Background: an optimization exercise with open tools, aiming at small area. Do not read the settings as production practice.
In this exercise RTL edits were held to simulation tests only and were not proved equivalent to the original.
Power figures rest on the tool's default switching activity, not on a simulated workload.

`config.mk`:
```
export PLATFORM = sky130hd
export DESIGN_NAME = dwt_analysis_stage
export DESIGN_NICKNAME = dwt_analysis_stage
export VERILOG_FILES = /design/flow/design.v
export SDC_FILE = /design/flow/constraint.sdc
export NUM_CORES = 4
export LEC_CHECK = 0
export CAP_MARGIN = 20
export CORE_MARGIN = 2
export CORE_UTILIZATION = 40
export SLEW_MARGIN = 20
```
`constraint.sdc`:
```
create_clock -name core_clock -period 7.0 [get_ports {clk}]
set_input_delay 1.4000 -clock core_clock [delete_from_list [all_inputs] [get_ports {clk}]]
set_output_delay 1.4000 -clock core_clock [all_outputs]
set_load 0.01 [all_outputs]
```
`design.v`:
```
package dwt_pkg;
    typedef struct packed {
        logic               ovf;
        logic signed [63:0] value;
    } sat_res_t;
    function automatic int clog2(input int n);
        int r;
        r = 0;
        while ((1 << r) < n) r = r + 1;
        clog2 = r;
    endfunction
    function automatic int default_coef(input logic hi_bank, input int k);
        int c;
        case (k)
            0:       c = hi_bank ? -124 : -34;
            1:       c = hi_bank ?  214 :  57;
            2:       c = hi_bank ?  -58 : 214;
            3:       c = hi_bank ?  -34 : 123;
            default: c = 0;
        endcase
        default_coef = c;
    endfunction
    function automatic sat_res_t sat_round(input logic signed [63:0] acc,
                                           input int shift, input int w_out);
        logic signed [63:0] r;
        logic signed [63:0] max_v;
        logic signed [63:0] min_v;
        sat_res_t           res;
        r = acc;
        if (shift > 0) r = (acc + (64'sd1 <<< (shift - 1))) >>> shift;
        res.ovf   = 1'b0;
        res.value = r;
        if (w_out < 64) begin
            max_v = (64'sd1 <<< (w_out - 1)) - 64'sd1;
            min_v = -max_v - 64'sd1;
            if (r > max_v) begin
                res.value = max_v;
                res.ovf   = 1'b1;
            end else if (r < min_v) begin
                res.value = min_v;
                res.ovf   = 1'b1;
            end
        end
        sat_round = res;
    endfunction
endpackage
module dwt_fir_mac
#(
    parameter int W_IN   = 9,
    parameter int C_W    = 9,
    parameter int N_TAPS = 4,
    parameter int W_OUT  = 25,
    parameter int SHIFT  = 0
) (
    input  logic                    clk,
    input  logic                    rstn,
    input  logic                    prod_en,
    input  logic                    sum_en,
    input  logic                    out_en,
    input  logic [N_TAPS*W_IN-1:0]  taps,
    input  logic [N_TAPS*C_W-1:0]   coef,
    output logic signed [W_OUT-1:0] y,
    output logic                    ovf
);
    localparam int P_W   = W_IN + C_W;
    localparam int ACC_W = P_W + dwt_pkg::clog2(N_TAPS);
    logic [N_TAPS*P_W-1:0]   prod_q;
    logic signed [ACC_W-1:0] acc_q;
    logic signed [ACC_W-1:0] acc_d;
    logic signed [W_OUT-1:0] y_q;
    dwt_pkg::sat_res_t                sr;
    always_comb begin
        acc_d = '0;
        for (int k = 0; k < N_TAPS; k++) acc_d = acc_d + ACC_W'($signed(prod_q[k*P_W +: P_W]));
    end
    assign sr = dwt_pkg::sat_round(64'(acc_q), SHIFT, W_OUT);
    always_ff @(posedge clk or negedge rstn) begin
        if (!rstn) begin
            prod_q <= '0;
            acc_q <= '0;
            y_q   <= '0;
        end else begin
            if (prod_en) begin
                for (int k = 0; k < N_TAPS; k++) prod_q[k*P_W +: P_W] <= P_W'($signed(taps[k*W_IN +: W_IN])) * P_W'($signed(coef[k*C_W +: C_W]));
            end
            if (sum_en) acc_q <= acc_d;
            if (out_en) y_q <= W_OUT'(sr.value);
        end
    end
    assign y   = y_q;
    assign ovf = sr.ovf;
endmodule
module dwt_analysis_stage
#(
    parameter int W_IN   = 9,
    parameter int C_W    = 9,
    parameter int N_TAPS = 4,
    parameter int W_OUT  = 16,
    parameter int SHIFT  = 2
) (
    input  logic                    clk,
    input  logic                    rstn,
    input  logic                    clr,
    input  logic                    in_valid,
    input  logic signed [W_IN-1:0]  in_data,
    input  logic                    coef_we,
    input  logic                    coef_sel,
    input  logic [3:0]              coef_addr,
    input  logic signed [C_W-1:0]   coef_wdata,
    output logic signed [W_OUT-1:0] lo_data,
    output logic signed [W_OUT-1:0] hi_data,
    output logic                    out_valid,
    output logic                    sat_flag
);
    logic                  phase_q;
    logic [N_TAPS-1:0][W_IN-1:0] taps_q;
    logic [N_TAPS-1:0][C_W-1:0]  lo_coef_q;
    logic [N_TAPS-1:0][C_W-1:0]  hi_coef_q;
    logic                  wr_pend_q, wr_sel_q;
    logic [3:0]            wr_addr_q;
    logic signed [C_W-1:0]  wr_data_q;
    logic                  v1_q, v2_q, v3_q, out_valid_q;
    logic                  sat_flag_q, sat_flag_d;
    logic                  issue, lo_ovf, hi_ovf;
    assign issue      = in_valid && phase_q && !clr;
    assign sat_flag_d = sat_flag_q | (v3_q & (lo_ovf | hi_ovf));
    always_ff @(posedge clk or negedge rstn) begin
        if (!rstn) begin
            for (int k = 0; k < N_TAPS; k++) taps_q[k] <= '0;
            phase_q     <= 1'b0;
            v1_q        <= 1'b0;
            v2_q        <= 1'b0;
            v3_q        <= 1'b0;
            out_valid_q <= 1'b0;
            sat_flag_q  <= 1'b0;
        end else if (clr) begin
            for (int k = 0; k < N_TAPS; k++) taps_q[k] <= '0;
            phase_q     <= 1'b0;
            v1_q        <= 1'b0;
            v2_q        <= 1'b0;
            v3_q        <= 1'b0;
            out_valid_q <= 1'b0;
            sat_flag_q  <= 1'b0;
        end else begin
            if (in_valid) begin
                taps_q[0] <= in_data;
                for (int k = 1; k < N_TAPS; k++) taps_q[k] <= taps_q[k-1];
                phase_q <= !phase_q;
            end
            v1_q        <= issue;
            v2_q        <= v1_q;
            v3_q        <= v2_q;
            out_valid_q <= v3_q;
            sat_flag_q  <= sat_flag_d;
        end
    end
    always_ff @(posedge clk or negedge rstn) begin
        if (!rstn) begin
            for (int k = 0; k < N_TAPS; k++) begin
                lo_coef_q[k] <= C_W'(dwt_pkg::default_coef(1'b0, k));
                hi_coef_q[k] <= C_W'(dwt_pkg::default_coef(1'b1, k));
            end
            wr_pend_q <= 1'b0;
            wr_sel_q  <= 1'b0;
            wr_addr_q <= '0;
            wr_data_q <= '0;
        end else begin
            wr_pend_q <= coef_we && (int'(coef_addr) < N_TAPS);
            wr_sel_q  <= coef_sel;
            wr_addr_q <= coef_addr;
            wr_data_q <= coef_wdata;
            if (wr_pend_q) begin
                for (int k = 0; k < N_TAPS; k++) begin
                    if (wr_addr_q == 4'(k)) begin
                        if (wr_sel_q) hi_coef_q[k] <= wr_data_q;
                        else          lo_coef_q[k] <= wr_data_q;
                    end
                end
            end
        end
    end
    dwt_fir_mac #(
        .W_IN(W_IN), .C_W(C_W), .N_TAPS(N_TAPS), .W_OUT(W_OUT), .SHIFT(SHIFT)
    ) u_lo (
        .clk(clk), .rstn(rstn),
        .prod_en(v1_q && !clr), .sum_en(v2_q && !clr), .out_en(v3_q && !clr),
        .taps(taps_q), .coef(lo_coef_q), .y(lo_data), .ovf(lo_ovf)
    );
    dwt_fir_mac #(
        .W_IN(W_IN), .C_W(C_W), .N_TAPS(N_TAPS), .W_OUT(W_OUT), .SHIFT(SHIFT)
    ) u_hi (
        .clk(clk), .rstn(rstn),
        .prod_en(v1_q && !clr), .sum_en(v2_q && !clr), .out_en(v3_q && !clr),
        .taps(taps_q), .coef(hi_coef_q), .y(hi_data), .ovf(hi_ovf)
    );
    assign out_valid = out_valid_q;
    assign sat_flag  = sat_flag_q;
endmodule
```
`run.sh`:
```
#!/bin/bash
# synth_recipe.tcl (not shown) runs the flow's synth.tcl, then flattens the netlist and writes it again
# the make line also repeats each setting of config.mk as NAME=value (left out here)
make -C /OpenROAD-flow-scripts/flow DESIGN_CONFIG=/design/flow/config.mk WORK_HOME=/design/flow/orfs CLKGATE_MAP_FILE= SYNTH_SCRIPT=/design/flow/synth_recipe.tcl finish
```
==> results.sh <==
export IMPL_numCtsBuffers=44
export IMPL_syn_area_um2=40500
export IMPL_syn_nets=5198
export IMPL_multi_input_area_um2=28900
export IMPL_io_buffers=61
export IMPL_vias=28100
export IMPL_finish_utilization_pct=43.6
export IMPL_crit_path_start="taps_q[26]"
export IMPL_min_period_ns=5.74
export IMPL_critical_path_required_ns=7.44
export IMPL_grt_max_degree=142
export IMPL_criticalPathCategory="flop to flop"
export IMPL_hold_ws_ns=0.469
export IMPL_worstHoldStart="u_lo.y_q[8]"
export IMPL_period_share_pct=81.9
export IMPL_syn2layout_area_growth_pct=7.79
export IMPL_final_cell_mix="nand2_1, fa_1, inv_1"
export IMPL_ctsHoldBuffers=0
export IMPL_stdcell_count=5456
export IMPL_area_sequential_um2=8640
export IMPL_synth_flop_cell="dfrtp_1"
export IMPL_power_total_mw=6.67
export IMPL_synth_seq_cells=343
export IMPL_netlist_instances=4194
export IMPL_cts_tree="built"
export IMPL_whs_path_depth=2
export IMPL_seq_area_frac_synth_pct=21.3
export IMPL_diodes=0
export IMPL_grt_first_pass_wirelength_um=158000
export IMPL_slew_headroom_pct=27.5
export IMPL_grt_usage_pct=19.4
export IMPL_postRouteAntennaNets=0
export IMPL_final_common_cell="nand2_1"
export IMPL_coreArea_um2=100000
export IMPL_cp_max_fo=20
export IMPL_die_h_um=322
export IMPL_async_flop_share_pct=100
export IMPL_slew_violations=0
export IMPL_initial_core_util_pct=40.4
export IMPL_drt_total_wl_um=96500
export IMPL_layout_drive_gt1_share_pct=5.46
export IMPL_gp_congestion=0.845
export IMPL_dp_hpwl_um=75000
export IMPL_root_buffer="clkbuf_16"
export IMPL_power_density_nw_per_um2=153
export IMPL_synth_edff_count=0
export IMPL_clock_latency_ns=0.62
export IMPL_worst_r2r_cell_count=17
export IMPL_r2r_start="taps_q[26]"
export IMPL_clock_path_buffers=3
export IMPL_max_freq_mhz=174
export IMPL_grt_pass1_vias=28900
export IMPL_path_clk_slew_ns=0.06
export IMPL_worst_setup_path_start_kind="flop"
export IMPL_num_rows=116
export IMPL_fp_dieW_um=322
export IMPL_wl_per_cell_um=17.7
export IMPL_drv_cap=0
export IMPL_first_pass_iters=7
export IMPL_rsz0062_at_grt="false"
export IMPL_cp_arrival_ns=6.18
export IMPL_end_kind="flop"
export IMPL_hold_path_class="flop to flop"
export IMPL_skew_ns=0.0344
export IMPL_h_tree_depth=2
export IMPL_leakage_nw=22.5
export IMPL_setup_tns_final_ns=0
export IMPL_cts_resized=0
export IMPL_cts_sinks=343
export IMPL_via_per_inst=5.15
export IMPL_yosysUniqueCellTypes=64
export IMPL_fill_cells=9672
export IMPL_drt_iter0_markers=1655
export IMPL_nets=5127
export IMPL_dp_cells=5375
export IMPL_ys_warn_count=2
export IMPL_drc=0
export IMPL_irDropWorstVdd_mv=0.147
export IMPL_dieArea_um2=104000
export IMPL_grt_overflow=0
export IMPL_pin_count=62
export IMPL_hold_violations=0
export IMPL_worstMarginPinSlew_ns=1.09
export IMPL_status="finished clean"
export IMPL_antenna_found_initial=0
export IMPL_setup_violations=0
export IMPL_syn_area_per_cell_um2=9.65
export IMPL_post_cts_buffers=0
==> cell families (layout without fill, tap and decap cells) <==
logic type	Yosys count	after routing	synth area share, %
DFF	343	343	21.3
buffers and inverters	796	760	7.41
AOI/OAI and AO/OA	462	462	6.87
adders and majority gates	977	977	41.9
muxes	121	121	3.24
and+or+nand+nor	1306	1306	15.1
xor gates and xnor gates	189	189	4.09
==> flip-flops by register name, summed over array words and instances (netlist names), 4 cells and up <==
register / count
u_hi.prod_q: 72
u_lo.prod_q: 72
hi_coef_q: 36
lo_coef_q: 36
taps_q: 36
u_hi.acc_q: 19
u_lo.acc_q: 19
u_hi.y_q: 16
u_lo.y_q: 16
wr_data_q: 9
wr_addr_q: 4
==> through the flow <==
step / worst slack, ns / area [µm²]
final: 1.26 / 43600
after global routing: 0.930 / 43600
after CTS: 1.31 / 43600
after detailed placement: 1.36 / 42100
after global placement: 1.44 / 42100
after floorplan: 1.97 / 40500
==> critical path, stage by stage, from the launching register on <==
cell and delay (ns):
dfrtp_1 0.92, nand2_1 0.29, fa_1 0.59, inv_1 0.05, fa_1 0.51, inv_1 0.06
fa_1 0.48, fa_1 0.49, inv_1 0.05, fa_1 0.43, ha_1 0.25, a211oi_1 0.32
nor2_1 0.12, nor4_1 0.20, o21ai_0 0.19, a211oi_1 0.31, xnor2_1 0.19, o21ai_0 0.10
==> path summary, 6_finish.rpt <==
path,end,slack [ns]
min,u_lo.y_q[8],0.47
max,u_lo.prod_q[53],1.26
min reg2reg,u_lo.y_q[8],0.47
min in group asynchronous,u_lo.y_q[5],0.73
max in group asynchronous,wr_sel_q,4.85
max reg2reg,u_lo.prod_q[53],1.26
==> metal layers <==
layer / global-route usage (%) / wire length, µm
met5: 0.602 / 88
met4: 4.64 / 2250
met3: 3.37 / 5850
met2: 30.1 / 43100
met1: 28.1 / 45200
==> final cells by class <==
cell class	instances	share of cell area, %
flip-flops and latches	343	19.8
inverters	602	5.18
well taps	1298	3.72
clock buffers	58	2.76
clock inverters	23	0.714
multi-input cells	3055	66.2
repair buffers	77	1.69
==> power breakdown <==
group | internal [mW] | leakage [nW] | switching [mW]
sequential | 2.19 | 4.51 | 0.381
combinational | 0.732 | 17.3 | 0.910
clock | 1.45 | 0.745 | 1.01
total | 4.37 | 22.5 | 2.30
==> cells in the mapped netlist (37+ instances only) <==
| cell | instances | area, µm² |
|---|---|---|
| nand3_1 | 42 | 210 |
| xnor2_1 | 119 | 1040 |
| xor2_1 | 70 | 613 |
| fa_1 | 634 | 12700 |
| ha_1 | 342 | 4280 |
| nor2b_1 | 59 | 369 |
| a211oi_1 | 37 | 278 |
| mux2i_1 | 42 | 420 |
| nand2_1 | 683 | 2560 |
| clkbuf_1 | 181 | 679 |
| dfstp_2 | 42 | 1100 |
| inv_1 | 601 | 2260 |
| a21oi_1 | 97 | 485 |
| dfrtp_1 | 301 | 7530 |
| o21ai_0 | 181 | 906 |
| and2_1 | 254 | 1590 |
| nor2_1 | 130 | 488 |
| mux2_2 | 79 | 890 |

## what the ideal ports hide
In the flow no input, the clock included, has a driving cell. The finished layout below was timed again as built, in two steps.
Step 1: set_driving_cell puts a clkbuf_16 on clk and a buf_2 on each other input, an assumption about the parent block.
Step 2, shift: input delay + t, output delay - t, t = (earliest + latest rising clock arrival at the registers) / 2. This alone moves slack from input paths to output paths.
Three values: ideal ports, drivers, drivers and shift; two values: the first two.
t, ns: 0.670
setup slack, ns: 1.264 / 1.264 / 1.264
worst setup path at the end: register to register
pins driven straight from the clock port: 1
After both steps setup and hold are still met in this run. The setup slack of this run moves by 0.000 ns with the drivers and by 0.000 ns with both steps.
